What follows belongs to an exercise in optimizing a design on an open flow for small area, a short achievable clock period and few clock cycles per item; a production flow would make more cautious choices. Where RTL was checked, it was by simulation tests only, not by an equivalence proof against the original. Function not checked in runs 1 to 3: the RTL went through the layout flow alone. No activity file was given, so power comes from the tool's default toggle rates.

==> design.v <==
package softmax_pkg;
  typedef logic [15:0] stream_word_t;
  typedef logic signed [15:0] lane_t;
  typedef logic [16*32-1:0] vec_t;
  typedef logic [17:0] sum_t;
  typedef logic [8-1:0] prob_t;
  typedef enum logic [1:0] {
    MODE_BYPASS  = 2'd0,
    MODE_SOFTMAX = 2'd1
  } mode_t;
endpackage
`timescale 1ns/1ps
module softmax_top (
  input  logic        clk,
  input  logic        rst_n,
  input  logic [15:0] fifo_data,
  input  logic        fifo_empty,
  output logic        rd_en,
  output logic [15:0] tx_data,
  output logic        tx_empty,
  input  logic        tx_fifo_en,
  input  logic [1:0]  control
);
  logic run;
  assign run = (control != 2'd0);
  logic [255:0] rx;         
  logic [95:0]  rf0, rf1;   
  logic [3:0]   ph, ph1;    
  logic [3:0]   wp;         
  logic [3:0]   rp;         
  logic [3:0]   opm;        
  logic         at_wp, at_rp, at_op;
  logic [3:0]   cnt;        
  logic [4:0]   rem;        
  logic         cpar;       
  logic [3:0]   lcnt;       
  logic         opar;       
  logic [5:0]   diff;       
  logic         empty_r;    
  logic         xfree_r;    
  logic         in_ok, take, cons, load, complete;
  logic [5:0]   cls_pair;
  assign ph1 = ph + 4'd1;
  always_ff @(posedge clk) begin
    rx  <= {take ? fifo_data : rx[15:0], rx[255:16]};
    rf0 <= {(cons & ~cpar) ? cls_pair : rf0[5:0], rf0[95:6]};
    rf1 <= {(cons &  cpar) ? cls_pair : rf1[5:0], rf1[95:6]};
    ph  <= ph1;
  end
  logic signed [7:0] mrun, mcur;
  logic signed [7:0] in_lo, in_hi;
  logic hi_gt_lo, r_gt_lo, r_gt_hi;
  logic signed [7:0] in_mx, in_mx3;
  assign in_lo    = fifo_data[7:0];
  assign in_hi    = fifo_data[15:8];
  assign hi_gt_lo = (in_hi > in_lo);
  assign r_gt_lo  = (mrun > in_lo);
  assign r_gt_hi  = (mrun > in_hi);
  assign in_mx    = hi_gt_lo ? in_hi : in_lo;
  assign in_mx3   = hi_gt_lo ? (r_gt_hi ? mrun : in_hi) : (r_gt_lo ? mrun : in_lo);
  always_ff @(posedge clk) begin
    if (take) begin
      mrun <= (cnt == 4'd0) ? in_mx : in_mx3;
      if (cnt == 4'd15) mcur <= in_mx3;
    end
  end
  logic [7:0] d_h0, d_h1;
  assign d_h0 = mcur - rx[7:0];
  assign d_h1 = mcur - rx[15:8];
  function automatic logic [2:0] cls_of(input logic [7:0] d);
    cls_of = (d < 8'd6) ? d[2:0] : 3'd6;
  endfunction
  function automatic logic [3:0] sat_of(input logic [7:0] d);
    sat_of = (d[7:4] != 4'd0) ? 4'd15 : d[3:0];
  endfunction
  function automatic logic [12:0] exp_of(input logic [3:0] d);
    exp_of = (d == 4'd0) ? 13'd4096 :
             (d == 4'd1) ? 13'd1507 :
             (d == 4'd2) ? 13'd554  :
             (d == 4'd3) ? 13'd204  :
             (d == 4'd4) ? 13'd75   :
             (d == 4'd5) ? 13'd28   :
             (d == 4'd6) ? 13'd10   :
             (d == 4'd7) ? 13'd4    :
             (d == 4'd8) ? 13'd1    :
             (d == 4'd9) ? 13'd1    : 13'd0;   
  endfunction
  assign cls_pair = {cls_of(d_h1), cls_of(d_h0)};
  logic [7:0]  dq;
  logic        s1_valid, s1_first, s1_last;
  logic [17:0] acc, acc_next, sdiv;
  logic        spend;     
  logic        dbusy;
  logic        start;
  always_ff @(posedge clk) begin
    dq       <= {sat_of(d_h1), sat_of(d_h0)};
    s1_first <= (rem == 5'd16);
    s1_last  <= (rem == 5'd1);
  end
  assign acc_next = (s1_first ? 18'd0 : acc)
                  + 18'(exp_of(dq[3:0])) + 18'(exp_of(dq[7:4]));
  assign start    = ~dbusy & (spend | (s1_valid & s1_last));
  always_ff @(posedge clk) begin
    if (s1_valid) acc <= acc_next;
    if (start)    sdiv <= spend ? acc : acc_next;
  end
  assign cons     = (rem != 5'd0) & at_rp & ~diff[5] &
                    (~rem[4] | ~(spend | (s1_valid & s1_last & dbusy)));
  assign in_ok    = empty_r | (at_wp & (xfree_r | cons));
  assign take     = run & ~fifo_empty & in_ok;
  assign complete = take & (cnt == 4'd15);
  logic       pvalid;
  logic       pop;
  logic [3:0] ocnt;
  logic       av;
  logic [5:0] ad;
  assign pop  = run & tx_fifo_en & av & pvalid;
  assign load = (~av | pop) & (diff != 6'd0) & at_op;
  logic [3:0] cnt_n, wp_n, rp_n, opm_n;
  logic [4:0] rem_n;
  logic [5:0] diff_n;
  always_comb begin
    cnt_n  = take ? cnt + 4'd1 : cnt;
    wp_n   = take ? ph1 : wp;
    rem_n  = complete ? 5'd16 : (cons ? rem - 5'd1 : rem);
    rp_n   = (complete | cons) ? ph1 : rp;
    diff_n = diff + 6'(cons) - 6'(load);
    if (take && empty_r) opm_n = ph + 4'd15;    
    else if (load)       opm_n = ph1;
    else                 opm_n = opm;
  end
  always_ff @(posedge clk) begin
    wp    <= wp_n;
    rp    <= rp_n;
    opm   <= opm_n;
    at_wp <= (wp_n == ph1);
    at_rp <= (rp_n == ph1);
    at_op <= (opm_n == ph1);
  end
  always_ff @(posedge clk or negedge rst_n) begin
    if (!rst_n) begin
      cnt      <= '0;
      rem      <= '0;
      diff     <= '0;
      cpar     <= 1'b0;
      s1_valid <= 1'b0;
      spend    <= 1'b0;
      empty_r  <= 1'b1;
      xfree_r  <= 1'b1;
    end else begin
      cnt      <= cnt_n;
      rem      <= rem_n;
      diff     <= diff_n;
      empty_r  <= (cnt_n == 4'd0) & (rem_n == 5'd0) & (diff_n == 6'd0);
      xfree_r  <= (5'(cnt_n) + rem_n) < 5'd16;
      if (cons && rem == 5'd1) cpar <= ~cpar;
      s1_valid <= cons;
      if (start)                      spend <= 1'b0;
      else if (s1_valid && s1_last)   spend <= 1'b1;
    end
  end
  logic [3:0]  k, k_n;
  logic        fa0, fa9, fb7, fb11, fb14;    
  logic [16:0] ra, rb;
  logic [14:0] qa, qb;
  logic [14:0] qa_n, qb_n;
  logic [16:0] ta, tb;
  logic [17:0] t2a, t2b;
  logic [18:0] sba, sbb;    
  logic        gea, geb;
  logic        ptab_free, xfer;
  always_comb begin
    ta = fa0 ? 17'd2048 :     
         fa9 ? 17'd2216 :     
               ra;
    tb = fa0  ? 17'd3014 :    
         fb7  ? 17'd3264 :    
         fb11 ? 17'd2400 :    
         fb14 ? 17'd3584 :    
                rb;
    t2a = {ta, 1'b0};
    t2b = {tb, 1'b0};
    sba = {1'b0, t2a} - {1'b0, sdiv};
    sbb = {1'b0, t2b} - {1'b0, sdiv};
    gea = ~sba[18];
    geb = ~sbb[18];
  end
  assign qa_n = {qa[13:0], gea};
  assign qb_n = {qb[13:0], geb};
  always_ff @(posedge clk) begin
    ra <= gea ? sba[16:0] : t2a[16:0];
    rb <= geb ? sbb[16:0] : t2b[16:0];
    qa <= qa_n;
    qb <= qb_n;
  end
  assign xfer = dbusy & fb14 & ptab_free;
  always_comb begin
    if (start)               k_n = 4'd0;
    else if (dbusy && fb14)  k_n = 4'd0;       
    else if (dbusy)          k_n = k + 4'd1;
    else                     k_n = k;
  end
  always_ff @(posedge clk) begin
    k    <= k_n;
    fa0  <= (k_n == 4'd0);
    fa9  <= (k_n == 4'd9);
    fb7  <= (k_n == 4'd7);
    fb11 <= (k_n == 4'd11);
    fb14 <= (k_n == 4'd14);
  end
  always_ff @(posedge clk or negedge rst_n) begin
    if (!rst_n)     dbusy <= 1'b0;
    else if (start) dbusy <= 1'b1;
    else if (xfer)  dbusy <= 1'b0;
  end
  logic [7:0] p0;
  logic [6:0] p1;
  logic [5:0] p2;
  logic [3:0] p3;
  logic [2:0] p4;
  logic       p5;
  assign ptab_free = ~pvalid | (pop & (ocnt == 4'd15));
  always_ff @(posedge clk) begin
    if (xfer) begin
      p0 <= qa_n[14] ? 8'd255 : qa_n[13:6];
      p2 <= qa_n[5:0];
      p1 <= qb_n[14:8];
      p3 <= qb_n[7:4];
      p4 <= qb_n[3:1];
      p5 <= qb_n[0];
    end
  end
  logic [5:0] lpos_pair;
  assign lpos_pair = opar ? rf1[11:6] : rf0[11:6];    
  always_ff @(posedge clk) begin
    if (load) ad <= lpos_pair;
  end
  always_ff @(posedge clk or negedge rst_n) begin
    if (!rst_n) begin
      pvalid <= 1'b0;
      ocnt   <= '0;
      av     <= 1'b0;
      lcnt   <= '0;
      opar   <= 1'b0;
    end else begin
      if (pop) ocnt <= ocnt + 4'd1;
      if (xfer) pvalid <= 1'b1;
      else if (pop && ocnt == 4'd15) pvalid <= 1'b0;
      av <= load | (av & ~pop);
      if (load) begin
        lcnt <= lcnt + 4'd1;
        if (lcnt == 4'd15) opar <= ~opar;
      end
    end
  end
  function automatic logic [7:0] prob_of(input logic [2:0] c,
                                         input logic [7:0] q0, input logic [6:0] q1,
                                         input logic [5:0] q2, input logic [3:0] q3,
                                         input logic [2:0] q4, input logic q5);
    logic [7:0] r;
    case (c)
      3'd0:    r = q0;
      3'd1:    r = {1'b0, q1};
      3'd2:    r = {2'b0, q2};
      3'd3:    r = {4'b0, q3};
      3'd4:    r = {5'b0, q4};
      3'd5:    r = {7'b0, q5};
      default: r = 8'd0;
    endcase
    prob_of = r;
  endfunction
  logic [15:0] core_data;
  assign core_data = {prob_of(ad[5:3], p0, p1, p2, p3, p4, p5),
                      prob_of(ad[2:0], p0, p1, p2, p3, p4, p5)};
  assign rd_en    = run ? in_ok : tx_fifo_en;
  assign tx_data  = run ? core_data : fifo_data;
  assign tx_empty = run ? ~(av & pvalid) : fifo_empty;
endmodule
==> run.sh <==
#!/bin/bash
# synth_recipe.tcl (not shown) runs the flow's synth.tcl, then flattens the netlist and writes it again
# the make line also repeats each setting of config.mk as NAME=value (left out here)
make -C /OpenROAD-flow-scripts/flow DESIGN_CONFIG=/design/flow/config.mk WORK_HOME=/design/flow/orfs CLKGATE_MAP_FILE= SYNTH_SCRIPT=/design/flow/synth_recipe.tcl finish
==> config.mk <==
export PLATFORM = sky130hd
export DESIGN_NAME = softmax_top
export DESIGN_NICKNAME = softmax_top
export VERILOG_FILES = /design/flow/design.v
export SDC_FILE = /design/flow/constraint.sdc
export NUM_CORES = 4
export LEC_CHECK = 0
export CAP_MARGIN = 20
export CORE_MARGIN = 2
export CORE_UTILIZATION = 40
export CTS_BUF_LIST = sky130_fd_sc_hd__clkbuf_16
export CTS_CLUSTER_DIAMETER = 100
export CTS_CLUSTER_SIZE = 24
export SETUP_SLACK_MARGIN = 5.0
export SLEW_MARGIN = 20
==> constraint.sdc <==
create_clock -name core_clock -period 10.0 [get_ports {clk}]
set_input_delay 2.0000 -clock core_clock [delete_from_list [all_inputs] [get_ports {clk}]]
set_output_delay 2.0000 -clock core_clock [all_outputs]
set_load 0.01 [all_outputs]
==> results of run 1 <==
## area by class of cell
cell class	count	share of cell area [%]
clock buffer	34	3.41
clock inverter	19	0.442
inverter	109	1.64
multi-input combinational	1003	30.7
sequential	667	57.7
tap	748	3.75
timing repair buffer	60	2.35
## through the flow
stage	total power, mW	area (sq um)	utilization (%)	hold slack [ns]
after floorplan	2.97	22500	-	0.310
after global placement	3.04	23700	42.8	0.310
after detailed placement	3.04	23700	42.8	0.312
after CTS	4.50	24800	44.8	0.314
after global routing	4.63	24900	45.0	0.330
final	4.44	24900	45.0	0.311
## placed cells by master, fill, tap and decap left out, types with 8 or more instances in the layout
master	instances
dfxtp_1	548
inv_1	116
nor2_1	107
ha_1	104
nand2_1	95
edfxtp_1	87
a21oi_1	61
o21ai_0	61
xnor2_1	59
mux2_2	57
clkbuf_16	35
nor3_1	32
nor2b_1	30
nand2b_1	29
xor2_1	29
dfrtp_1	28
and2_1	25
o21a_1	22
a21o_1	20
a221oi_1	19
fa_1	18
nand3_1	17
nand4_1	16
mux2i_1	16
buf_4	14
a31oi_1	12
buf_2	10
nor4_1	9
or2_2	9
dlygate4sd2_1	9
a211oi_1	8
and3_1	8
## flip-flops by register name (all words and copies together), names as in the netlist, 5 cells and up
| name | count |
|---|---|
| acc | 18 |
| ad | 6 |
| diff | 6 |
| dq | 8 |
| mcur | 8 |
| mrun | 8 |
| p0 | 8 |
| p1 | 7 |
| p2 | 6 |
| qa | 14 |
| qb | 14 |
| ra | 17 |
| rb | 17 |
| rem | 5 |
| rf0 | 96 |
| rf1 | 96 |
| rx | 256 |
| sdiv | 18 |
## metal layers
metal / global-route usage (%) / wire (microns) / vias to the layer above
met4: 3.82 / 812 / 0
met1: 21.1 / 21000 / 6177
li1: - / - / 6394
met2: 23.6 / 18600 / 221
met3: 2.65 / 1640 / 53
met5: 0 / 0 / -
## final timing paths
check / startpoint / slack [ns] / end / cells past startpoint
max: control[0] / 4.95 / tx_data[6] / 7
min: rx[19]$_DFF_P_ / 0.31 / rx[3]$_DFF_P_ / 0
max reg2reg: dq[4]$_SDFF_PN1_ / 5.53 / sdiv[14]$_DFFE_PP_ / 11
min reg2reg: rx[19]$_DFF_P_ / 0.31 / rx[3]$_DFF_P_ / 0
max in group asynchronous: rst_n / 7.80 / s1_valid$_DFF_PN0_ / 2
min in group asynchronous: rst_n / 1.85 / dbusy$_DFFE_PN0P_ / 2
## where the power goes
group | leakage (nW) | switching [mW] | internal (mW) | total (mW)
clock network | 0.516 | 0.815 | 0.630 | 1.44
logic | 4.13 | 0.126 | 0.0983 | 0.224
registers | 5.65 | 0.0257 | 2.74 | 2.77
total | 10.3 | 0.966 | 3.47 | 4.44
## cell families (layout without fill, tap and decap cells)
kind of cell               Yosys count  in the layout  synth area share, %
buffers and inverters              157            222                 2.72
DFF                                667            667                 63.9
adders and majority gates          122            122                 7.38
muxes                               82             82                 4.26
and+or+nand+nor                    412            412                 9.15
xor gates and xnor gates            88             88                 3.42
AOI/OAI and AO/OA                  298            299                 9.15
## worst reg2reg max path, cell delays in order, from the launching register on
cell and delay [ns]:
dfxtp_1 0.52, nor4b_1 0.84, a21oi_1 0.16, fa_1 0.56
inv_1 0.04, ha_1 0.35, o21a_1 0.22, o2111a_1 0.24
a221oi_1 0.51, a21oi_1 0.23, a21oi_1 0.30, o311ai_0 0.20
## what timing repair did
action,4_1_cts,5_1_grt
pin swaps,6,2
resized for setup,120,18
hold endpoints to repair,0,0
cloned,2,1
buffers inserted,11,1
endpoints found under the setup margin,21,12
==> out/results.tsv, run 1 <==
metric	value	unit
rows	86	
status	complete, no violations	
irDropWorstVdd	0.112	mV
p_leak	10.3	nW
drc	0	
synth_cell_type_count	78	
netlist_top_cells_count	dfxtp_1 (548), inv_1 (109), nor2_1 (109), ha_1 (104), nand2_1 (95)	
synth_top_area_share	48.7	%
post_drt_wl_per_cell	16.0	microns
gp_congestion	0.851	
ys_seq_area_share	63.9	%
max_slew_margin	33.9	%
avgViaCountPerCell	4.87	
nets	2019	
finalSetupViolCount	0	
grt_max_degree	50	
final.fill_count	5004	
cts_sinks	667	
worstPathCellList	buf_8, nor2_4, buf_12, buf_12, or4_4, o21ai_2, buf_2	
period_needed	5.05	ns
avgSynthCellArea	12.3	sq um
synth.most_common_cell	dfxtp_1	
antenna_left	0	
max_freq	198	MHz
clockBufferDepth	3	
grt_pass1_wl	67600	microns
die_h	241	microns
groute.usage.overall	14.9	%
layout-drive-gt1-share	10.6	%
synth_area_leaders	dfxtp_1 (49%), edfxtp_1 (12%), ha_1 (5.8%)	
cp_data_required_time	8.00	ns
ff_latch_area	14400	sq um
rsz0062_at_grt	true	
hold_class	reg -> reg	
drv_slew	0	
cts_tree	yes	
layout_setup_ws	4.95	ns
cts-root-buf	clkbuf_16	
finalClockSkew	0.0329	ns
ctsHoldBuffers	0	
synth-main-ff-cell	dfxtp_1	
first_pass_iters	6	
crit_fanout	5	
clk_latency	0.58	ns
multi_input_area	7650	sq um
startpoint_type	primary input	
placed_cells	2572	
cp-end-kind	output pin	
crit_buf_inv	4	
wl	42100	microns
dieArea	58200	sq um
fin_crit_sh	50.5	%
worstMarginPinSlew	0.977	ns
slowest_delay	0.42	ns
initial_core_util	40.6	%
critPathTopFamily	buffers and inverters	
crit_arrival	3.05	ns
power.density	178	nW/um^2
area_delta_synth_final	10.8	%
n_antenna_cell	0	
dpl_worst_slack	3.60	ns
grt_pass1_vias	12500	
coreArea	55400	sq um
first_iter_violations	937	
hpwl	29500	microns
gr-total-overflow	0	
crit_top_cell	buf_12	
htreeDepth	2	
syn_area	22500	sq um
antenna_found_initial	0	
maxCapViolCount	0	
crit_type	in -> out	
vias	12800	
slowest_stage	or4_4	
clkTransAtPathRegs	0.10	ns
stdcell_count	2640	
yosys_register_bits	667	
port_buffers	39	
synth_edf_count	87	
numCtsBuffers	34	
die-width	241	microns
synth_nets	1970	
final.setup.tns	0	ns
synth_area_leader_cell	dfxtp_1	
hold_violations	0	
synth-async-reset-ratio	4.80	%
syn_inst	1826	
io_pins	40	
ys.warnings.count	1	
==> inputs of run 2 (changes only) <==
==> flow/run.sh (new file) <==
#!/bin/bash
set -uo pipefail
sed -e 's/SETUP_SLACK_MARGIN=[0-9.]*/SETUP_SLACK_MARGIN=6.0 BUFFER_PORTS_ARGS="-buffer_cell sky130_fd_sc_hd__buf_4"/' standard.sh > standard_tuned.sh
bash standard_tuned.sh > make_flow.log 2>&1
status=$?
echo "standard flow exit $status"
exit $status
==> standard.sh (new file) <==
#!/bin/bash
# synth_recipe.tcl (not shown) runs the flow's synth.tcl, then flattens the netlist and writes it again
# the make line also repeats each setting of config.mk as NAME=value (left out here)
make -C /OpenROAD-flow-scripts/flow DESIGN_CONFIG=/design/flow/config.mk WORK_HOME=/design/flow/orfs CLKGATE_MAP_FILE= SYNTH_SCRIPT=/design/flow/synth_recipe.tcl "${@:-finish}"
--- a/config.mk
+++ b/config.mk
@@ -7,9 +7,9 @@
 export LEC_CHECK = 0
 export CAP_MARGIN = 20
 export CORE_MARGIN = 2
-export CORE_UTILIZATION = 40
+export CORE_UTILIZATION = 65
 export CTS_BUF_LIST = sky130_fd_sc_hd__clkbuf_16
 export CTS_CLUSTER_DIAMETER = 100
-export CTS_CLUSTER_SIZE = 24
+export CTS_CLUSTER_SIZE = 28
 export SETUP_SLACK_MARGIN = 5.0
 export SLEW_MARGIN = 20
removed: run.sh
==> run 2 against run 1 <==
Compared with the run above:
- critical endpoint is now tx_data[14]
- register-to-register slack improved by 0.77 ns
- clock power fell by 9%
- critical path type unchanged
- cell area fell by 0.85%
- still clean on timing, DRC and antenna
- combinational power rose by 8%
- global-route usage rose by 8.2 points
- largest cell class unchanged
==> out/results.tsv, run 2 <==
metric	value	unit
hold_class	reg -> reg	
max_freq	204	MHz
reg2reg_depth	11	
rrSetupSlack	6.30	ns
post_drt_wl_per_cell	17.5	microns
top_layer_used	met4	
layout-drive-gt1-share	13.4	%
finalClockSkew	0.0287	ns
synth_area_leader_cell	dfxtp_1	
synth_compound_area_share	9.14	%
die_h	190	microns
synth_area_leaders	dfxtp_1 (49%), edfxtp_1 (12%), ha_1 (5.8%)	
grt_pass1_wl	66300	microns
crit_arrival	2.89	ns
area_delta_synth_final	9.84	%
synth_nets	1970	
startpoint_type	primary input	
ys_seq_area_share	63.9	%
avgSynthCellArea	12.3	sq um
p_total	4.32	mW
drv_slew	0	
vias	12800	
synth-main-ff-cell	dfxtp_1	
hold_violations	0	
synth-async-reset-ratio	4.80	%
avgViaCountPerCell	5.47	
cts_sinks	667	
groute.usage.overall	23.2	%
cts-root-buf	clkbuf_16	
min_from	rx[227]$_DFF_P_	
drc	0	
numCtsBuffers	28	
grt_max_degree	50	
netlist_top_cells_count	dfxtp_1 (548), inv_1 (109), nor2_1 (109), ha_1 (104), nand2_1 (95)	
power.density	175	nW/um^2
syn_area	22500	sq um
wl_met1	19000	microns
fin_crit_sh	48.9	%
final_common_cell	dfxtp_1	
worstMarginPinSlew	1.00	ns
clkTransAtPathRegs	0.11	ns
ys.warnings.count	1	
synth_cell_type_count	78	
p_leak	10.3	nW
ctsHoldBuffers	0	
final.setup.tns	0	ns
gr-total-overflow	0	
clk_latency	0.61	ns
hpwl	28400	microns
period_needed	4.89	ns
largest_register	rx	
maxCapViolCount	0	
clockBufferDepth	3	
dieArea	36100	sq um
hold_depth	0	
port_buffers	39	
n_antenna_cell	0	
antenna_left	0	
io_pins	40	
synth-simple-area-share	9.14	%
grt_pass1_vias	12900	
crit_type	in -> out	
initial_core_util	65.6	%
wl	41100	microns
first_iter_violations	771	
synthMuxAreaShare	4.26	%
layout_common_cells	dfxtp_1 (541), inv_1 (119), ha_1 (101), nor2_1 (99), nand2_1 (94)	
coreArea	34300	sq um
crit_fanout	8	
wl_met2	19400	microns
yosys_register_bits	667	
synth.most_common_cell	dfxtp_1	
status	complete, no violations	
synth_top_area_share	48.7	%
nets	2019	
syn_inst	1826	
synth-adder-area-share	7.38	%
wl_met3	1520	microns
cp_data_required_time	8.00	ns
largest_register_ff_count	256	
finalSetupViolCount	0	
reg2reg_from	dq[7]$_SDFF_PN1_	
rsz0062_at_grt	true	
max_slew_margin	33.0	%
synth_xor_area_share	3.42	%
die-width	190	microns
htreeDepth	1	
first_pass_iters	5	
r2r_end	sdiv[16]$_DFFE_PP_	
cts_tree	yes	
synth_top_family_by_area	compound AO/OA/AOI/OAI gates	
reg_top3	rx: 256 flops, rf0: 96 flops, rf1: 96 flops	
synth_edf_count	87	
hold_end	rx[211]$_DFF_P_	
gp_congestion	0.936	
rows	68	
cp-end-kind	output pin	
antenna_found_initial	1	
irDropWorstVdd	0.206	mV
[run 2: cell types whose count changed in the layout (fill, tap and decap cells not counted), sizes merged, moves of 3 or more]
| cell | change |
|---|---|
| clkdlybuf4s50 | -7 |
| dlymetal6s2s | -3 |
| clkbuf | -10 |
| buf | +32 |
| dlygate4sd2 | -9 |
| inv | +3 |
| clkdlybuf4s15 | -4 |
| clkinv | -3 |
[run 2: how the worst max path moves through the flow]
| stage | startpoint | end | slack [ns] | cells past startpoint |
|---|---|---|---|---|
| CTS | control[1] | tx_data[14] | 5.10 | 6 |
| floorplan | control[1] | empty_r$_DFF_PN1_ | 5.24 | 15 |
| global route | control[1] | tx_data[14] | 5.09 | 6 |
| finish | control[1] | tx_data[14] | 5.11 | 6 |
| global placement | control[1] | empty_r$_DFF_PN1_ | 4.60 | 14 |
| detailed placement | control[1] | empty_r$_DFF_PN1_ | 4.51 | 14 |
[run 2: layout make-up]
| class | count | area, sq um |
|---|---|---|
| fill | 2276 | 9570 |
| multi-input combinational | 1004 | 7920 |
| tap | 455 | 569 |
| inverter | 109 | 414 |
| clock buffer | 28 | 701 |
| clock inverter | 18 | 119 |
| timing repair buffer | 65 | 602 |
| sequential | 667 | 14400 |
[run 2: cells by family after synthesis]
kind of cell    Yosys count
fa+ha+maj               122
simple gates            412
mux                      82
flops                   667
xor+xnor                 88
compound gates          298
buf+inv                 157
[run 2: routing by layer]
metal  up-vias  GRT usage (%)
li1       6376              -
met1      6146           31.7
met2       242           38.5
met3        69           3.08
met4         0           7.51
met5         -              0
[run 2: worst max-delay path, stage by stage]
cell and delay [ns]:
buf_12 0.09, nor2_4 0.04, buf_12 0.13, or4_4 0.43, o21ai_4 0.08, buf_6 0.11
[run 2: where the power goes]
part | switching (mW) | internal [mW] | leakage [nW]
Sequential | 0.0278 | 2.74 | 5.64
Clock | 0.786 | 0.525 | 0.448
Combinational | 0.133 | 0.109 | 4.21
[run 2: what timing repair did]
item	4_1_cts	5_1_grt
hold endpoints to repair	0	0
gates resized for setup	36	23
setup endpoints to repair	43	61
gates cloned	2	0
pin swaps	13	8
buffers inserted	13	9
[run 2: through the flow]
| stage | cells | util, % | worst slack (ns) | hold slack (ns) | area (sq um) |
|---|---|---|---|---|---|
| finish | 2346 | 72.1 | 5.11 | 0.320 | 24700 |
| global route | 2346 | 72.1 | 5.09 | 0.330 | 24700 |
| CTS | 2337 | 71.6 | 5.10 | 0.326 | 24500 |
| detailed placement | 2276 | 68.4 | 4.51 | 0.312 | 23500 |
| global placement | 2276 | 68.4 | 4.60 | 0.309 | 23500 |
| floorplan | 1826 | - | 5.24 | 0.310 | 22800 |
==> inputs of run 3 (changes only) <==
--- a/design.v
+++ b/design.v
@@ -93,16 +93,16 @@
   logic        dbusy;
   logic        start;
   always_ff @(posedge clk) begin
-    dq       <= {sat_of(d_h1), sat_of(d_h0)};
-    s1_first <= (rem == 5'd16);
+    dq       <= cons ? {sat_of(d_h1), sat_of(d_h0)} : 8'hff;
+    s1_first <= cons & (rem == 5'd16);
     s1_last  <= (rem == 5'd1);
+    acc      <= acc_next;
   end
   assign acc_next = (s1_first ? 18'd0 : acc)
                   + 18'(exp_of(dq[3:0])) + 18'(exp_of(dq[7:4]));
   assign start    = ~dbusy & (spend | (s1_valid & s1_last));
   always_ff @(posedge clk) begin
-    if (s1_valid) acc <= acc_next;
-    if (start)    sdiv <= spend ? acc : acc_next;
+    if (start) sdiv <= acc_next;
   end
   assign cons     = (rem != 5'd0) & at_rp & ~diff[5] &
                     (~rem[4] | ~(spend | (s1_valid & s1_last & dbusy)));
==> run.sh (new file) <==
#!/bin/bash
# synth_recipe.tcl (not shown) runs the flow's synth.tcl, then flattens the netlist and writes it again
# the make line also repeats each setting of config.mk as NAME=value (left out here)
make -C /OpenROAD-flow-scripts/flow DESIGN_CONFIG=/design/flow/config.mk WORK_HOME=/design/flow/orfs CLKGATE_MAP_FILE= SYNTH_SCRIPT=/design/flow/synth_recipe.tcl finish
removed: flow/run.sh
removed: standard.sh
==> run 3 against run 2 <==
Compared with the run above:
- synthesized cell count is 1.3% lower
- largest cell class unchanged
- global-route usage is 0.27 points higher
- critical path depth is 2 higher
- clock power hardly changed
- sequential share of layout area is 1.7 points higher
- first-iteration DRC count is 22% higher
- still clean on timing, DRC and antenna
==> out/results.tsv, run 3 <==
metric	value	unit
port_buffers	39	
ys.warnings.count	1	
syn_inst	1803	
crit_arrival	2.98	ns
power.switching	2.15	mW
finalSetupViolCount	0	
ctsHoldBuffers	0	
period_needed	4.98	ns
rsz0062_at_grt	false	
grt_max_degree	41	
worstMarginPinSlew	1.16	ns
switching_share	30.6	%
yosys_register_bits	667	
power_frac_clock	18.7	%
vias	12700	
synth.most_common_cell	dfxtp_1	
fin_crit_sh	49.8	%
groute.usage.overall	23.4	%
largest_register_ff_count	256	
numCtsBuffers	28	
cp_data_required_time	8.00	ns
pwr-share-seq	56.4	%
hold_violations	0	
status	complete, no violations	
rows	67	
synth_area_leaders	dfxtp_1 (51%), edfxtp_1 (9.4%), ha_1 (5.9%)	
clockBufferDepth	3	
startpoint_type	primary input	
clkTransAtPathRegs	0.10	ns
avgViaCountPerCell	5.49	
antenna_left	0	
die-width	188	microns
irDropWorstVdd	0.237	mV
coreArea	33400	sq um
synth_edf_count	69	
crit_fanout	7	
crit_type	in -> out	
die_h	188	microns
p_leak	10.1	nW
hpwl	27600	microns
layout_common_cells	dfxtp_1 (566), inv_1 (115), nor2_1 (109), ha_1 (104), nand2_1 (98)	
cts_sinks	667	
final_common_cell	dfxtp_1	
max_slew_margin	22.5	%
maxCapViolCount	0	
antenna_found_initial	0	
area_delta_synth_final	7.75	%
clk_latency	0.61	ns
p_int	4.88	mW
syn_area	22000	sq um
first_iter_violations	941	
cts-root-buf	clkbuf_16	
ys_seq_area_share	64.6	%
final_core_util	70.9	%
max_freq	201	MHz
initial_core_util	65.8	%
reg_top3	rx: 256 flops, rf0: 96 flops, rf1: 96 flops	
hold_class	reg -> reg	
gr-total-overflow	0	
io_pins	40	
avgSynthCellArea	12.2	sq um
largest_register	rx	
synth_cell_type_count	84	
synth_top_area_share	51.5	%
post_drt_wl_per_cell	17.7	microns
dieArea	35300	sq um
first_pass_iters	8	
synth_nets	1947	
drc	0	
cp-end-kind	output pin	
slowest_delay	0.23	ns
worstPathCellList	buf_4, nor2_2, buf_6, buf_6, nor2_2, nand2_1, o21ai_0, clkdlybuf4s15_2	
grt_pass1_vias	12500	
htreeDepth	1	
drv_slew	0	
final.setup.tns	0	ns
nets	1993	
wl	40800	microns
synth-main-ff-cell	dfxtp_1	
grt_pass1_wl	65900	microns
slowest_stage	clkdlybuf4s15_2	
power.density	296	nW/um^2
synth_area_leader_cell	dfxtp_1	
p_comb_share	24.9	%
finalClockSkew	0.0305	ns
layout-drive-gt1-share	8.06	%
n_antenna_cell	0	
gp_congestion	0.866	
cts_tree	yes	
netlist_top_cells_count	dfxtp_1 (566), inv_1 (114), nor2_1 (112), ha_1 (104), nand2_1 (98)	
synth-async-reset-ratio	4.80	%
-- run 3: cell count changes after synthesis, sizes merged, moves of 8 or more --
cell / previous run / this run
a221oi: 22 / 11
dfxtp: 548 / 566
nand3: 17 / 31
a222oi: 0 / 8
mux2: 63 / 40
edfxtp: 87 / 69
-- run 3: through the flow --
| step | cell area [sq um] | instances | power, mW | hold slack (ns) | setup WS [ns] |
|---|---|---|---|---|---|
| 3_5_place_dp | 22800 | 2259 | 5.73 | 0.312 | 4.14 |
| 4_1_cts | 23700 | 2308 | 7.07 | 0.317 | 5.00 |
| 2_1_floorplan | 22000 | 1803 | 5.19 | 0.310 | 5.08 |
| 6_report | 23700 | 2308 | 7.03 | 0.316 | 5.02 |
| 3_3_place_gp | 22800 | 2259 | 5.65 | 0.310 | 4.17 |
| 5_1_grt | 23700 | 2308 | 7.41 | 0.315 | 4.98 |
-- run 3: final timing paths --
kind,from,endpoint,slack [ns],cells past startpoint
max reg2reg,dq[2]$_SDFF_PP1_,sdiv[15]$_DFFE_PP_,5.67,14
max,control[1],tx_data[13],5.02,8
min in group asynchronous,rst_n,av$_DFF_PN0_,1.79,2
max in group asynchronous,rst_n,xfree_r$_DFF_PN1_,7.85,2
min reg2reg,rx[165]$_DFF_P_,rx[149]$_DFF_P_,0.32,0
min,rx[165]$_DFF_P_,rx[149]$_DFF_P_,0.32,0
-- run 3: kinds of logic (layout without fill, tap and decap cells) --
| kind of cell | count (synthesis) | count (layout) | share of synthesized area, % |
|---|---|---|---|
| AOI/OAI and AO/OA | 299 | 299 | 9.21 |
| buffers and inverters | 154 | 210 | 2.78 |
| xor gates and xnor gates | 83 | 83 | 3.34 |
| and+or+nand+nor | 417 | 418 | 9.39 |
| adders and majority gates | 122 | 122 | 7.55 |
| DFF | 667 | 667 | 64.6 |
| muxes | 61 | 61 | 3.17 |
-- run 3: layout make-up --
cell class                      count  area [sq um]
Clock inverter                     13           101
Multi-Input combinational cell    983          7230
Inverter                          116           450
Clock buffer                       28           701
Sequential cell                   667         14200
Timing Repair Buffer               53           465
Fill cell                        2301          9740
Tap cell                          448           561
-- run 3: worst max-delay path: cells and delay by family --
| kind | cells | cell delay [ns] |
|---|---|---|
| AOI/OAI and AO/OA | 1 | 0.08 |
| buffers and inverters | 4 | 0.64 |
| and+or+nand+nor | 3 | 0.26 |
-- run 3: timing repair --
action	4_1_cts	5_1_grt
cloned	1	0
pin swaps	1	2
resized for setup	80	12
endpoints found under the setup margin	18	13
buffers inserted	7	0
-- run 3: power groups by stage --
| stage | sequential, mW | combinational, mW | clock, mW |
|---|---|---|---|
| detailed placement | 4.00 | 1.74 | 0 |
| floorplan | 3.82 | 1.37 | 0 |
| finish | 3.96 | 1.75 | 1.31 |
| global placement | 3.95 | 1.70 | 0 |
| CTS | 3.98 | 1.75 | 1.34 |
| global route | 4.04 | 1.94 | 1.43 |
-- run 3: per-layer routing --
layer | wire length (microns) | global-route usage (%)
met5 | 0 | 0
met4 | 623 | 4.15
met2 | 19300 | 39.2
met3 | 1510 | 2.99
met1 | 19400 | 33.3
==> inputs of run 4 (changes only) <==
--- a/design.v
+++ b/design.v
@@ -29,7 +29,7 @@
   logic [3:0]   wp;         
   logic [3:0]   rp;         
   logic [3:0]   opm;        
-  logic         at_wp, at_rp, at_op;
+  logic         at_op;
   logic [3:0]   cnt;        
   logic [4:0]   rem;        
   logic         cpar;       
@@ -37,7 +37,8 @@
   logic         opar;       
   logic [5:0]   diff;       
   logic         empty_r;    
-  logic         xfree_r;    
+  logic         cons_q;     
+  logic         in_ok_q;    
   logic         in_ok, take, cons, load, complete;
   logic [5:0]   cls_pair;
   assign ph1 = ph + 4'd1;
@@ -104,9 +105,8 @@
   always_ff @(posedge clk) begin
     if (start) sdiv <= acc_next;
   end
-  assign cons     = (rem != 5'd0) & at_rp & ~diff[5] &
-                    (~rem[4] | ~(spend | (s1_valid & s1_last & dbusy)));
-  assign in_ok    = empty_r | (at_wp & (xfree_r | cons));
+  assign cons     = cons_q;
+  assign in_ok    = in_ok_q;
   assign take     = run & ~fifo_empty & in_ok;
   assign complete = take & (cnt == 4'd15);
   logic       pvalid;
@@ -119,6 +119,7 @@
   logic [3:0] cnt_n, wp_n, rp_n, opm_n;
   logic [4:0] rem_n;
   logic [5:0] diff_n;
+  logic       empty_n, spend_n, dbusy_n, hold0_n, cons_n, in_ok_n;
   always_comb begin
     cnt_n  = take ? cnt + 4'd1 : cnt;
     wp_n   = take ? ph1 : wp;
@@ -128,13 +129,17 @@
     if (take && empty_r) opm_n = ph + 4'd15;    
     else if (load)       opm_n = ph1;
     else                 opm_n = opm;
+    empty_n = (cnt_n == 4'd0) & (rem_n == 5'd0) & (diff_n == 6'd0);
+    spend_n = start ? 1'b0 : ((s1_valid & s1_last) | spend);
+    dbusy_n = start | (dbusy & ~xfer);
+    hold0_n = spend_n | (cons & (rem == 5'd1) & dbusy_n);
+    cons_n  = (rem_n != 5'd0) & (rp_n == ph1) & ~diff_n[5] & (~rem_n[4] | ~hold0_n);
+    in_ok_n = empty_n | ((wp_n == ph1) & (((5'(cnt_n) + rem_n) < 5'd16) | cons_n));
   end
   always_ff @(posedge clk) begin
     wp    <= wp_n;
     rp    <= rp_n;
     opm   <= opm_n;
-    at_wp <= (wp_n == ph1);
-    at_rp <= (rp_n == ph1);
     at_op <= (opm_n == ph1);
   end
   always_ff @(posedge clk or negedge rst_n) begin
@@ -146,17 +151,18 @@
       s1_valid <= 1'b0;
       spend    <= 1'b0;
       empty_r  <= 1'b1;
-      xfree_r  <= 1'b1;
+      cons_q   <= 1'b0;
+      in_ok_q  <= 1'b1;
     end else begin
       cnt      <= cnt_n;
       rem      <= rem_n;
       diff     <= diff_n;
-      empty_r  <= (cnt_n == 4'd0) & (rem_n == 5'd0) & (diff_n == 6'd0);
-      xfree_r  <= (5'(cnt_n) + rem_n) < 5'd16;
+      empty_r  <= empty_n;
+      cons_q   <= cons_n;
+      in_ok_q  <= in_ok_n;
       if (cons && rem == 5'd1) cpar <= ~cpar;
       s1_valid <= cons;
-      if (start)                      spend <= 1'b0;
-      else if (s1_valid && s1_last)   spend <= 1'b1;
+      spend    <= spend_n;
     end
   end
   logic [3:0]  k, k_n;
@@ -209,9 +215,8 @@
     fb14 <= (k_n == 4'd14);
   end
   always_ff @(posedge clk or negedge rst_n) begin
-    if (!rst_n)     dbusy <= 1'b0;
-    else if (start) dbusy <= 1'b1;
-    else if (xfer)  dbusy <= 1'b0;
+    if (!rst_n) dbusy <= 1'b0;
+    else        dbusy <= dbusy_n;
   end
   logic [7:0] p0;
   logic [6:0] p1;
@@ -220,20 +225,32 @@
   logic [2:0] p4;
   logic       p5;
   assign ptab_free = ~pvalid | (pop & (ocnt == 4'd15));
-  always_ff @(posedge clk) begin
-    if (xfer) begin
-      p0 <= qa_n[14] ? 8'd255 : qa_n[13:6];
-      p2 <= qa_n[5:0];
-      p1 <= qb_n[14:8];
-      p3 <= qb_n[7:4];
-      p4 <= qb_n[3:1];
-      p5 <= qb_n[0];
-    end
+  logic [7:0] p0_n;
+  logic [6:0] p1_n;
+  logic [5:0] p2_n;
+  logic [3:0] p3_n;
+  logic [2:0] p4_n;
+  logic       p5_n;
+  assign p0_n = xfer ? (qa_n[14] ? 8'd255 : qa_n[13:6]) : p0;
+  assign p2_n = xfer ? qa_n[5:0]  : p2;
+  assign p1_n = xfer ? qb_n[14:8] : p1;
+  assign p3_n = xfer ? qb_n[7:4]  : p3;
+  assign p4_n = xfer ? qb_n[3:1]  : p4;
+  assign p5_n = xfer ? qb_n[0]    : p5;
+  always_ff @(posedge clk) begin
+    p0 <= p0_n;
+    p1 <= p1_n;
+    p2 <= p2_n;
+    p3 <= p3_n;
+    p4 <= p4_n;
+    p5 <= p5_n;
   end
   logic [5:0] lpos_pair;
   assign lpos_pair = opar ? rf1[11:6] : rf0[11:6];    
-  always_ff @(posedge clk) begin
-    if (load) ad <= lpos_pair;
+  logic [5:0] ad_n;
+  assign ad_n = load ? lpos_pair : ad;
+  always_ff @(posedge clk) begin
+    ad <= ad_n;
   end
   always_ff @(posedge clk or negedge rst_n) begin
     if (!rst_n) begin
@@ -269,10 +286,18 @@
     endcase
     prob_of = r;
   endfunction
-  logic [15:0] core_data;
-  assign core_data = {prob_of(ad[5:3], p0, p1, p2, p3, p4, p5),
-                      prob_of(ad[2:0], p0, p1, p2, p3, p4, p5)};
+  logic [15:0] txq;
+  logic        offq;
+  always_ff @(posedge clk) begin
+    txq <= {prob_of(ad_n[5:3], p0_n, p1_n, p2_n, p3_n, p4_n, p5_n),
+            prob_of(ad_n[2:0], p0_n, p1_n, p2_n, p3_n, p4_n, p5_n)};
+  end
+  always_ff @(posedge clk or negedge rst_n) begin
+    if (!rst_n) offq <= 1'b0;
+    else        offq <= (load | (av & ~pop)) &
+                        (xfer | (pvalid & ~(pop & (ocnt == 4'd15))));
+  end
   assign rd_en    = run ? in_ok : tx_fifo_en;
-  assign tx_data  = run ? core_data : fifo_data;
-  assign tx_empty = run ? ~(av & pvalid) : fifo_empty;
+  assign tx_data  = run ? txq : fifo_data;
+  assign tx_empty = run ? ~offq : fifo_empty;
 endmodule
==> run 4 against run 3 <==
Compared with the run above:
- sequential power is 28% lower
- die area is 2.1% higher
- worst hold slack better by 0.0068 ns
- combinational power is 74% lower
- first-iteration DRC count is 15% lower
- critical path type unchanged
- highest routed layer unchanged
==> out/results.tsv, run 4 <==
metric	value	unit
syn_inst	1945	
avgSynthCellArea	11.6	sq um
max_freq	201	MHz
synth-main-ff-cell	dfxtp_1	
yosys_register_bits	683	
avgViaCountPerCell	5.48	
synth.most_common_cell	dfxtp_1	
p_total	4.62	mW
antenna_left	0	
ys_seq_area_share	63.1	%
cts-root-buf	clkbuf_16	
synth_top_area_share	54.8	%
layout_common_cells	dfxtp_1 (615), nand2_1 (162), inv_1 (149), nor2_1 (105), ha_1 (105)	
placed_cells	2403	
crit_arrival	2.98	ns
syn_area	22500	sq um
hpwl	30400	microns
clockBufferDepth	3	
crit_fanout	8	
cp_data_required_time	8.00	ns
stdcell_count	2454	
critPathTopFamily	buffers and inverters	
irDropWorstVdd	0.174	mV
die_h	190	microns
cp-end-kind	output pin	
maxCapViolCount	0	
netlist_top_cells_count	dfxtp_1 (615), nand2_1 (162), inv_1 (149), nor2_1 (106)	
synth_area_leader_cell	dfxtp_1	
clkTransAtPathRegs	0.11	ns
post_dp_cell_area	23300	sq um
synth_edf_count	34	
worstPathCellList	buf_4, or2_4, buf_6, nand2_1, o21ai_0, clkdlybuf4s15_1	
clk_latency	0.60	ns
first_iter_violations	801	
antenna_found_initial	3	
power.density	192	nW/um^2
reg2reg_from	dq[0]$_SDFF_PP1_	
largest_register	rx	
gp_congestion	0.897	
drc	0	
layout-drive-gt1-share	6.96	%
slowest_delay	0.28	ns
hold_ws	0.323	ns
synth_cell_type_count	83	
vias	13500	
synth_nets	2090	
reg_top3	rx: 256 flops, rf0: 96 flops, rf1: 96 flops	
startpoint_type	primary input	
post_drt_wl_per_cell	18.1	microns
rsz0062_at_grt	false	
rows	68	
final_common_cell	dfxtp_1	
htreeDepth	1	
io_pins	40	
dieArea	36100	sq um
coreArea	34300	sq um
grt_pass1_wl	70800	microns
die-width	190	microns
slowest_stage	or2_4	
synth_area_leaders	dfxtp_1 (55%), ha_1 (5.8%), edfxtp_1 (4.5%)	
cts_tree	yes	
groute.usage.overall	25.0	%
finalClockSkew	0.0224	ns
crit_type	in -> out	
finalSetupViolCount	0	
max_slew_margin	36.4	%
drv_slew	0	
largest_register_ff_count	256	
nets	2132	
worstMarginPinSlew	0.941	ns
gr-total-overflow	0	
wl	44300	microns
area_delta_synth_final	7.33	%
hold_violations	0	
grt_max_degree	43	
design_area	24100	sq um
p_leak	10.2	nW
period_needed	4.98	ns
final.setup.tns	0	ns
ys.warnings.count	1	
critPathLaunch	control[0]	
first_pass_iters	6	
status	complete, no violations	
crit_buf_inv	3	
initial_core_util	65.5	%
fin_crit_sh	49.8	%
numCtsBuffers	28	
hold_class	reg -> reg	
final.fill_count	2483	
min_from	rf0[75]$_DFF_P_	
cts_sinks	683	
port_buffers	39	
synth-async-reset-ratio	4.98	%
grt_pass1_vias	13200	
[run 4: metal layers]
metal	routed length [microns]	GRT usage [%]	share of wire, %	vias up
met4	1150	7.16	2.6	0
met3	2260	4.21	5.1	67
met5	0	0	0	-
met2	20400	40.8	46	302
li1	-	-	-	6653
met1	20500	34.7	46	6430
[run 4: final timing paths]
kind / slack (ns) / end / cells past startpoint
worst max-delay path: 5.02 / tx_data[13] / 6
worst min-delay path: 0.32 / rf0[69]$_DFF_P_ / 0
worst max register to register: 5.52 / sdiv[16]$_DFFE_PP_ / 12
worst min register to register: 0.32 / rf0[69]$_DFF_P_ / 0
max in group asynchronous: 7.80 / empty_r$_DFF_PN1_ / 2
min in group asynchronous: 1.83 / lcnt[1]$_DFFE_PN0N_ / 2
[run 4: metrics by stage]
stage	util [%]	setup slack [ns]
finish	70.3	5.02
global placement	67.9	4.04
floorplan	-	5.03
CTS	70.3	4.86
detailed placement	67.9	3.92
global route	70.3	5.00
[run 4: final cells by class]
class / instances / area (sq um) / area share (%)
clock inverter: 12 / 73.8 / 0.306
clock buffer: 28 / 701 / 2.91
timing repair buffer: 52 / 447 / 1.85
sequential: 683 / 14200 / 58.8
multi-input combinational: 1067 / 7550 / 31.3
antenna: 2 / 5.00 / 0.0208
tap: 455 / 569 / 2.36
inverter: 155 / 589 / 2.44
[run 4: kinds of logic after synthesis]
kind of cell	share of synthesized area [%]
DFF	63.1
adders and majority gates	7.49
muxes	3.01
AOI/OAI and AO/OA	10.0
and+or+nand+nor	9.78
buffers and inverters	3.52
xor gates and xnor gates	3.04
[run 4: timing repair]
action	4_1_cts	5_1_grt
resized for setup	77	26
setup buffers	3	1
pin swaps	4	1
setup endpoints to repair	19	14
gates cloned	5	0
hold buffers	0	0
[run 4: where the power goes]
group / internal (mW) / switching [mW] / leakage (nW)
combinational: 0.189 / 0.264 / 4.12
sequential: 2.80 / 0.0476 / 5.71
clock: 0.517 / 0.798 / 0.415
total: 3.51 / 1.11 / 10.2
[run 4: worst register-to-register path, stage by stage, from the launching register on]
cell	delay, ns
dfxtp_1	0.50
nor4b_1	0.81
a21oi_1	0.17
fa_1	0.58
inv_1	0.05
ha_1	0.37
nand3_1	0.10
o211ai_1	0.13
o41ai_1	0.60
o21ai_0	0.36
o2111ai_1	0.31
xor2_1	0.16
nor2_1	0.07
Testbench counts of run 4, summed over its fixed seeds: cycles 3,456, items 192.
==> inputs of run 5 (changes only) <==
==> flow/run.sh (new file) <==
#!/bin/bash
set -uo pipefail
sed -e 's/SETUP_SLACK_MARGIN=[0-9.]*/SETUP_SLACK_MARGIN=5.5 BUFFER_PORTS_ARGS="-buffer_cell sky130_fd_sc_hd__buf_4"/' standard.sh > standard_tuned.sh
bash standard_tuned.sh > make_flow.log 2>&1
status=$?
echo "standard flow exit $status"
exit $status
==> standard.sh (new file) <==
#!/bin/bash
# synth_recipe.tcl (not shown) runs the flow's synth.tcl, then flattens the netlist and writes it again
# the make line also repeats each setting of config.mk as NAME=value (left out here)
make -C /OpenROAD-flow-scripts/flow DESIGN_CONFIG=/design/flow/config.mk WORK_HOME=/design/flow/orfs CLKGATE_MAP_FILE= SYNTH_SCRIPT=/design/flow/synth_recipe.tcl "${@:-finish}"
removed: run.sh
==> run 5 against run 4 <==
Compared with the run above:
- still clean on timing, DRC and antenna
- register-to-register slack better by 0.33 ns
- first-iteration DRC count is 35% higher
- die area stayed put
- total power is 1.5% higher
- cell area is 1.4% higher
- sequential share of layout area is 0.83 points lower
- combinational power is 13% higher
- sequential cell count stayed put
- cell count is 0.16% lower
- count of clock-buffer cells in the layout stayed put
- critical path depth is 1 lower
==> out/results.tsv, run 5 <==
metric	value	unit
area_delta_synth_final	8.87	%
max_freq	204	MHz
p_leak	10.3	nW
first_pass_iters	5	
groute.usage.overall	24.9	%
fin_crit_sh	49.0	%
vias	13300	
die_h	190	microns
die-width	190	microns
irDropWorstVdd	0.188	mV
hold_ws	0.322	ns
synth_area_leaders	dfxtp_1 (55%), ha_1 (5.8%), edfxtp_1 (4.5%)	
first_iter_violations	1080	
cts_tree	yes	
cp_data_required_time	8.00	ns
rsz0062_at_grt	true	
ys.warnings.count	1	
avgSynthCellArea	11.6	sq um
reg_top3	rx: 256 flops, rf0: 96 flops, rf1: 96 flops	
wl	44600	microns
startpoint_type	primary input	
synth_area_leader_cell	dfxtp_1	
avgViaCountPerCell	5.43	
worstPathCellList	buf_12, or2_4, buf_12, o21ai_4, buf_6	
grt_pass1_vias	13100	
power.density	192	nW/um^2
crit_arrival	2.90	ns
slowest_stage	or2_4	
synth_nets	2090	
cp-end-kind	output pin	
synth-simple-area-share	9.78	%
synth_compound_area_share	10.0	%
synth_top_area_share	54.8	%
gr-total-overflow	0	
layout-drive-gt1-share	9.57	%
cts_sinks	683	
ys_seq_area_share	63.1	%
yosys_register_bits	683	
largest_register_ff_count	256	
max_slew_margin	30.8	%
synth.most_common_cell	dfxtp_1	
status	complete, no violations	
worstMarginPinSlew	1.01	ns
slowest_delay	0.33	ns
grt_pass1_wl	70400	microns
syn_area	22500	sq um
io_pins	40	
dieArea	36100	sq um
gp_congestion	0.854	
port_buffers	39	
maxCapViolCount	0	
period_needed	4.90	ns
synth-main-ff-cell	dfxtp_1	
final_common_cell	dfxtp_1	
clockBufferDepth	3	
coreArea	34300	sq um
final.fill_count	2378	
grt_max_degree	43	
final.setup.tns	0	ns
clk_latency	0.61	ns
netlist_top_cells_count	dfxtp_1 (615), nand2_1 (162), inv_1 (149), nor2_1 (106)	
crit_type	in -> out	
post_drt_wl_per_cell	18.2	microns
nets	2131	
antenna_left	0	
multi_input_area	7800	sq um
ff_latch_area	14200	sq um
largest_register	rx	
crit_buf_inv	3	
layout_common_cells	dfxtp_1 (615), inv_1 (155), nand2_1 (149), nor2_1 (104), ha_1 (103)	
crit_fanout	6	
antenna_found_initial	0	
numCtsBuffers	28	
p_total	4.69	mW
syn_inst	1945	
synth_top_family_by_area	compound AO/OA/AOI/OAI gates	
drc	0	
cts-root-buf	clkbuf_16	
drv_slew	0	
htreeDepth	1	
synth_cell_type_count	83	
synth-async-reset-ratio	4.98	%
hpwl	30800	microns
synth_xor_area_share	3.04	%
crit_top_cell	buf_12	
finalSetupViolCount	0	
synthMuxAreaShare	3.01	%
critPathTopFamily	buffers and inverters	
finalClockSkew	0.0216	ns
hold_violations	0	
clkTransAtPathRegs	0.11	ns
hold_class	reg -> reg	
initial_core_util	65.5	%
n_antenna_cell	0	
synth_edf_count	34	
rows	68	
synth-adder-area-share	7.49	%
-- run 5: cell types whose count changed in the layout (fill, tap and decap cells not counted), moves of 12 or more --
cell / before / now
buf_4: 13 / 31
buf_6: 1 / 16
dlygate4sd2_1: 15 / 0
o21ai_4: 0 / 15
nand2_1: 162 / 149
nand2_2: 0 / 13
o21ai_0: 101 / 89
-- run 5: final timing paths --
| check | endpoint | from | cells past startpoint | slack [ns] |
|---|---|---|---|---|
| setup / recovery | tx_data[1] | control[1] | 5 | 5.10 |
| hold / removal | rx[24]$_DFF_P_ | rx[40]$_DFF_P_ | 0 | 0.32 |
| setup reg to reg | sdiv[17]$_DFFE_PP_ | dq[1]$_SDFF_PP1_ | 14 | 5.85 |
| hold reg to reg | rx[24]$_DFF_P_ | rx[40]$_DFF_P_ | 0 | 0.32 |
| max in group asynchronous | in_ok_q$_DFF_PN1_ | rst_n | 1 | 8.35 |
| min in group asynchronous | diff[2]$_DFF_PN0_ | rst_n | 1 | 1.32 |
-- run 5: kinds of logic (layout without fill, tap and decap cells) --
group           count (synthesis)  in the layout
flops                         683            683
compound gates                333            333
buf+inv                       200            247
simple gates                  466            469
xor+xnor                       78             78
fa+ha+maj                     124            124
mux                            61             61
-- run 5: layer usage --
metal	vias to the layer above	wire, microns	part of all wire [%]	GRT usage [%]
li1	6644	-	-	-
met1	6343	21000	47	34.9
met2	260	20800	47	41.7
met3	66	1630	3.6	2.73
met4	0	1200	2.7	6.59
met5	-	0	0	0
-- run 5: where the power goes --
part,switching [mW],internal (mW)
clock,0.800,0.517
combinational,0.288,0.226
sequential,0.0520,2.80
total,1.14,3.55
-- run 5: worst reg2reg max path: stages (launching register included) --
cell	delay (ns)
dfxtp_1	0.58
nor2_1	0.14
xnor2_1	0.16
nand2b_1	0.11
fa_1	0.55
inv_1	0.05
ha_1	0.21
fa_1	0.40
a21o_1	0.19
a21oi_1	0.28
o211ai_1	0.21
a31o_2	0.26
o311ai_0	0.49
xor2_1	0.20
nor2_1	0.07
-- run 5: timing repair --
action / in CTS / in global routing
buffers inserted: 6 / 2
pin swaps: 6 / 3
setup endpoints to repair: 24 / 25
cloned: 4 / 0
hold buffers: 0 / 0
resized for setup: 23 / 13
-- run 5: area by class of cell --
type	instances	area share, %
multi-input cells	1065	31.9
inverters	155	2.39
clock inverters	11	0.327
repair buffers	53	2.21
clock buffers	28	2.86
well taps	455	2.33
flip-flops and latches	683	58.0
-- run 5: metrics by stage --
step	worst slack, ns	cells	cell area (sq um)	util [%]
after detailed placement	4.15	2399	23400	68.2
after floorplan	5.26	1945	22800	-
after global placement	4.23	2399	23400	68.2
after CTS	5.09	2448	24400	71.1
final	5.10	2450	24500	71.4
after global routing	5.10	2450	24500	71.4
==> inputs of run 6 (changes only) <==
==> flow/run.sh (replaced) <==
#!/bin/bash
set -uo pipefail
sed -e 's/SETUP_SLACK_MARGIN=[0-9.]*/SETUP_SLACK_MARGIN=6.0 BUFFER_PORTS_ARGS="-buffer_cell sky130_fd_sc_hd__buf_4"/' standard.sh > standard_tuned.sh
bash standard_tuned.sh > make_flow.log 2>&1
status=$?
echo "standard flow exit $status"
exit $status
==> run 6 against run 5 <==
Compared with the run above:
- clock power barely moved
- sequential cell count did not move
- worst setup slack improved by 0.13 ns
- core utilization rose by 0.55 points
- register-to-register slack improved by 0.34 ns
- fmax rose by 2.7%
- critical path type unchanged
==> out/results.tsv, run 6 <==
metric	value	unit
cts_tree	yes	
ys.warnings.count	1	
synth_cell_type_count	83	
cp-end-kind	output pin	
synth_area_leaders	dfxtp_1 (55%), ha_1 (5.8%), edfxtp_1 (4.5%)	
hpwl	31000	microns
irDropWorstVdd	0.250	mV
final.setup.tns	0	ns
clkTransAtPathRegs	0.11	ns
layout_common_cells	dfxtp_1 (609), inv_1 (153), nand2_1 (146), nor2_1 (101), ha_1 (99)	
min_from	rf0[84]$_DFF_P_	
maxCapViolCount	0	
p_leak	10.4	nW
clockBufferDepth	3	
cts-root-buf	clkbuf_16	
cts_sinks	683	
p_int	3.56	mW
power.density	191	nW/um^2
syn_inst	1945	
final_common_cell	dfxtp_1	
drc	0	
io_pins	40	
rows	68	
crit_type	in -> out	
wl	44600	microns
r2r_end	sdiv[17]$_DFFE_PP_	
htreeDepth	1	
coreArea	34300	sq um
first_iter_violations	926	
status	complete, no violations	
layout_setup_ws	5.23	ns
die-width	190	microns
area_delta_synth_final	9.72	%
hold_class	reg -> reg	
netlist_top_cells_count	dfxtp_1 (615), nand2_1 (162), inv_1 (149), nor2_1 (106)	
gp_congestion	0.863	
first_pass_iters	5	
worstMarginPinSlew	1.04	ns
rrSetupSlack	6.19	ns
dpl_worst_slack	4.21	ns
yosys_register_bits	683	
period_needed	4.77	ns
initial_core_util	65.5	%
pwr-share-seq	60.7	%
antenna_found_initial	1	
synth_edf_count	34	
finalSetupViolCount	0	
hold_end	rf0[78]$_DFF_P_	
synth-async-reset-ratio	4.98	%
largest_register	rx	
port_buffers	39	
power_frac_clock	27.9	%
vias	13400	
max_slew_margin	28.7	%
grt_max_degree	43	
hold_violations	0	
layout-drive-gt1-share	11.4	%
startpoint_type	primary input	
largest_register_ff_count	256	
synth_area_leader_cell	dfxtp_1	
avgViaCountPerCell	5.47	
rsz0062_at_grt	true	
fin_crit_sh	47.7	%
syn_area	22500	sq um
synth_nets	2090	
post_drt_wl_per_cell	18.2	microns
ctsHoldBuffers	0	
grt_pass1_wl	70900	microns
die_h	190	microns
drv_slew	0	
grt_pass1_vias	13500	
ys_seq_area_share	63.1	%
hold_depth	0	
antenna_left	0	
cp_data_required_time	8.00	ns
avgSynthCellArea	11.6	sq um
nets	2136	
power.switching	1.16	mW
crit_fanout	8	
switching_share	24.6	%
dieArea	36100	sq um
clk_latency	0.62	ns
p_comb_share	11.4	%
gr-total-overflow	0	
reg2reg_from	dq[5]$_SDFF_PP1_	
crit_arrival	2.77	ns
synth.most_common_cell	dfxtp_1	
groute.usage.overall	25.2	%
reg_top3	rx: 256 flops, rf0: 96 flops, rf1: 96 flops	
reg2reg_depth	14	
synth-main-ff-cell	dfxtp_1	
finalClockSkew	0.0229	ns
numCtsBuffers	28	
max_freq	210	MHz
synth_top_area_share	54.8	%
-- run 6: power by group through the flow --
| stage | clock network [mW] | logic [mW] | registers (mW) |
|---|---|---|---|
| after CTS | 1.35 | 0.521 | 2.87 |
| final | 1.32 | 0.537 | 2.87 |
| after global placement | 0 | 0.483 | 2.92 |
| after floorplan | 0 | 0.383 | 2.90 |
| after global routing | 1.44 | 0.587 | 2.87 |
| after detailed placement | 0 | 0.502 | 2.93 |
-- run 6: logic make-up after synthesis --
| kind of cell | count (synthesis) | share of synthesized area, % |
|---|---|---|
| DFF | 683 | 63.1 |
| and+or+nand+nor | 466 | 9.78 |
| AOI/OAI and AO/OA | 333 | 10.0 |
| buffers and inverters | 200 | 3.52 |
| adders and majority gates | 124 | 7.49 |
| xor gates and xnor gates | 78 | 3.04 |
| muxes | 61 | 3.01 |
-- run 6: worst max-delay path, stage by stage --
cell and delay, ns:
buf_12 0.12, or2_4 0.33, nand2_2 0.10, o21ai_2 0.06
buf_4 0.15
-- run 6: per-layer routing --
layer	GRT usage [%]	share of wire, %	vias to the layer above
met4	10.4	4.1	0
met3	3.95	4.4	97
met5	0	0	-
met1	33.5	44	6397
met2	41.4	47	291
li1	-	-	6664
-- run 6: how the worst max path moves through the flow --
stage	startpoint	endpoint	slack (ns)	cells past startpoint
global placement	control[1]	in_ok_q$_DFF_PN1_	4.34	12
floorplan	control[1]	tx_data[10]	5.26	4
finish	control[1]	tx_data[5]	5.23	5
CTS	control[0]	tx_data[5]	5.24	5
global route	control[0]	tx_data[4]	5.22	5
detailed placement	control[0]	in_ok_q$_DFF_PN1_	4.21	12
-- run 6: timing repair --
| item | in CTS | in global routing |
|---|---|---|
| endpoints found under the setup margin | 47 | 63 |
| setup buffers | 5 | 4 |
| pin swaps | 16 | 6 |
| cloned | 6 | 0 |
| gates resized for setup | 39 | 24 |
-- run 6: final cells by class --
type,count,area (sq um)
multi-input combinational,1068,8040
fill,2335,9630
inverter,155,597
antenna,2,5.00
clock buffer,28,701
tap,455,569
sequential,683,14200
clock inverter,12,83.8
timing repair buffer,55,472
-- run 6: stage by stage --
step	utilization [%]	total power [mW]	std cells	hold slack (ns)	instance area, sq um
CTS	71.5	4.73	2452	0.330	24500
global placement	68.6	3.41	2401	0.310	23500
finish	71.9	4.72	2458	0.316	24700
global route	71.9	4.90	2456	0.332	24700
detailed placement	68.6	3.43	2401	0.312	23500
floorplan	-	3.28	1945	0.310	22900
==> inputs of run 7 (changes only) <==
==> flow/run.sh (replaced) <==
#!/bin/bash
# The standard layout (standard.sh), changed only in how hard and where the
# layout is optimised, not in the constraints it is signed off at:
#  - port buffers are sky130_fd_sc_hd__buf_4 instead of the delay cell buffer_ports picks
#    (every port still gets its own buffer),
#  - the pin placer keeps all pins on one edge (-exclude left:* -exclude right:* -exclude bottom:*), so the
#    bypass paths between input and output pins stay short.
# The full make output goes to make_flow.log; ORFS keeps each step's log
# under orfs/logs.
set -uo pipefail
sed -e 's/SETUP_SLACK_MARGIN=[0-9.]*/SETUP_SLACK_MARGIN=7.0 BUFFER_PORTS_ARGS="-buffer_cell sky130_fd_sc_hd__buf_4" PLACE_PINS_ARGS="-exclude left:* -exclude right:* -exclude bottom:*"/' standard.sh > standard_tuned.sh
bash standard_tuned.sh > make_flow.log 2>&1
status=$?
echo "standard flow exit $status"
exit $status
==> run 7 against run 6 <==
Compared with the run above:
- largest power group unchanged
- global-route usage increased by 2.4 points
- total power increased by 7.1%
- first-iteration DRC count increased by 25%
- sequential cell count unchanged
- synthesized area unchanged
- core utilization increased by 7.9 points
- clock power increased by 5%
- sequential power about the same
- count of clock-buffer cells in the layout increased by 1
- non-clock buffer count increased by 134
- sequential share of layout area decreased by 5.6 points
- wire length increased by 22%
==> out/results.tsv, run 7 <==
metric	value	unit
dpl_worst_slack	4.18	ns
synth_cell_type_count	83	
layout_setup_ws	5.27	ns
p_total	5.05	mW
synth_area_leaders	dfxtp_1 (55%), ha_1 (5.8%), edfxtp_1 (4.5%)	
placed_cells	2400	
ys.warnings.count	1	
grt_max_degree	43	
io_pins	40	
grt_pass1_wl	78500	microns
initial_core_util	65.5	%
coreArea	34300	sq um
ctsHoldBuffers	0	
ff_latch_area	14200	sq um
avgViaCountPerCell	5.76	
nets	2274	
clkTransAtPathRegs	0.11	ns
hold_class	reg -> reg	
synth-main-ff-cell	dfxtp_1	
drv_slew	0	
startpoint_type	primary input	
status	complete, no violations	
netlist_top_cells_count	dfxtp_1 (615), nand2_1 (162), inv_1 (149), nor2_1 (106)	
cp-end-kind	output pin	
rows	68	
port_buffers	39	
stdcell_count	2591	
avgSynthCellArea	11.6	sq um
cts_sinks	683	
reg2reg_from	dq[6]$_SDFF_PP1_	
crit_arrival	2.73	ns
max_freq	211	MHz
gr-total-overflow	0	
ys_seq_area_share	63.1	%
first_pass_iters	7	
yosys_register_bits	683	
synth_top_area_share	54.8	%
groute.usage.overall	27.5	%
n_antenna_cell	0	
final_common_cell	dfxtp_1	
final.setup.tns	0	ns
crit_type	in -> out	
crit_fanout	8	
worstMarginPinSlew	0.866	ns
die-width	190	microns
reg_top3	rx: 256 flops, rf0: 96 flops, rf1: 96 flops	
p_leak	11.5	nW
antenna_left	0	
power.density	185	nW/um^2
numCtsBuffers	28	
irDropWorstVdd	0.198	mV
antenna_found_initial	0	
syn_area	22500	sq um
rrSetupSlack	6.64	ns
synth.most_common_cell	dfxtp_1	
die_h	190	microns
clk_latency	0.59	ns
fin_crit_sh	47.3	%
cts_tree	yes	
synth_area_leader_cell	dfxtp_1	
cts-root-buf	clkbuf_16	
dieArea	36100	sq um
final_core_util	79.8	%
drc	0	
largest_register	rx	
cp_data_required_time	8.00	ns
period_needed	4.73	ns
worstSetupEndpoint	tx_data[0]	
gp_congestion	0.876	
reg2reg_depth	14	
first_iter_violations	1161	
post_drt_wl_per_cell	21.0	microns
layout_common_cells	dfxtp_1 (601), inv_1 (143), nand2_1 (133), buf_4 (108), nor2_1 (91)	
r2r_end	sdiv[15]$_DFFE_PP_	
rsz0062_at_grt	true	
clockBufferDepth	3	
grt_pass1_vias	14700	
finalSetupViolCount	0	
syn_inst	1945	
critPathLaunch	control[1]	
area_delta_synth_final	21.8	%
htreeDepth	1	
max_slew_margin	42.1	%
hpwl	30500	microns
multi_input_area	9170	sq um
synth_nets	2090	
largest_register_ff_count	256	
synth_edf_count	34	
wl	54400	microns
final.fill_count	1851	
finalClockSkew	0.0231	ns
maxCapViolCount	0	
hold_violations	0	
layout-drive-gt1-share	24.0	%
synth-async-reset-ratio	4.98	%
vias	14900	
-- run 7: per-stage QoR --
stage / hold WS (ns) / instance area, sq um
3_3_place_gp: 0.310 / 23800
5_1_grt: 0.329 / 27400
3_5_place_dp: 0.312 / 23800
2_1_floorplan: 0.310 / 23300
4_1_cts: 0.321 / 26300
6_report: 0.319 / 27400
-- run 7: how the worst min path moves through the flow --
| stage | start | to | slack (ns) | cells past startpoint |
|---|---|---|---|---|
| floorplan | rf0[16]$_DFF_P_ | rf0[10]$_DFF_P_ | 0.31 | 0 |
| finish | rx[29]$_DFF_P_ | rx[13]$_DFF_P_ | 0.32 | 0 |
| global route | rx[62]$_DFF_P_ | rx[46]$_DFF_P_ | 0.33 | 0 |
| CTS | rx[29]$_DFF_P_ | rx[13]$_DFF_P_ | 0.32 | 0 |
| detailed placement | rf0[30]$_DFF_P_ | rf0[24]$_DFF_P_ | 0.31 | 0 |
| global placement | rx[197]$_DFF_P_ | rx[181]$_DFF_P_ | 0.31 | 0 |
-- run 7: cells by family after synthesis --
group                      count (synthesis)  synth area share (%)
xor gates and xnor gates                  78                  3.04
DFF                                      683                  63.1
muxes                                     61                  3.01
AOI/OAI and AO/OA                        333                  10.0
adders and majority gates                124                  7.49
buffers and inverters                    200                  3.52
and+or+nand+nor                          466                  9.78
-- run 7: critical path, stage by stage --
cell and delay (ns):
buf_12 0.10, or2_4 0.33, o21ai_2 0.14, buf_4 0.15
-- run 7: area by class of cell --
class,count,share of cell area [%]
clock inverters,8,0.325
multi-input cells,1070,33.5
repair buffers,189,7.06
repair inverters,2,0.0823
well taps,455,2.08
clock buffers,29,2.65
inverters,155,2.31
flip-flops and latches,683,52.0
-- run 7: repair_timing --
| item | CTS | global route |
|---|---|---|
| gates cloned | 12 | 5 |
| endpoints found under the setup margin | 189 | 154 |
| pin swaps | 96 | 81 |
| setup buffers | 84 | 53 |
| endpoints found under the hold margin | 0 | 0 |
| gates resized for setup | 199 | 126 |
-- run 7: report_power, final --
part           internal, mW  total (mW)  switching [mW]  leakage, nW
registers              2.80        2.86          0.0610         5.71
clock network         0.577        1.38           0.802        0.415
logic                 0.404       0.810           0.406         5.37
total                  3.78        5.05            1.27         11.5
-- run 7: metal layers --
layer | part of all wire [%] | up-vias | wire (microns) | global-route usage [%]
li1 | - | 6924 | - | -
met1 | 41 | 7257 | 22400 | 36.6
met2 | 50 | 573 | 27000 | 47.7
met3 | 5.4 | 167 | 2960 | 3.01
met4 | 3.6 | 0 | 1970 | 8.35
met5 | 0 | - | 0 | 0

[re-timing with driven ports]
The results above use ideal ports. As a check the final layouts listed here were re-extracted and re-timed, cells and wires unchanged.
Step 1, drivers: a clkbuf_16 drives clk and a buf_2 each remaining input, both assumed.
Step 2 times the ports against the registers' clock, not the clock port: input delays grow and output delays shrink by t, the midpoint of the rising clock arrivals with the driver on.
Slacks: ideal / step 1 / step 2; pairs: ideal / step 1.
run	shift t [ns]	setup slack, ns
run 1	0.619	4.952 / 4.903 / 4.625
run 2	0.649	5.109 / 5.041 / 5.038
run 3	0.651	5.017 / 4.992 / 4.643
run 4	0.644	5.018 / 4.995 / 4.623
run 5	0.654	5.099 / 5.050 / 4.962
run 6	0.661	5.230 / 5.176 / 5.176
run 7	0.631	5.267 / 5.175 / 5.175
After both steps every run listed still meets setup and hold.
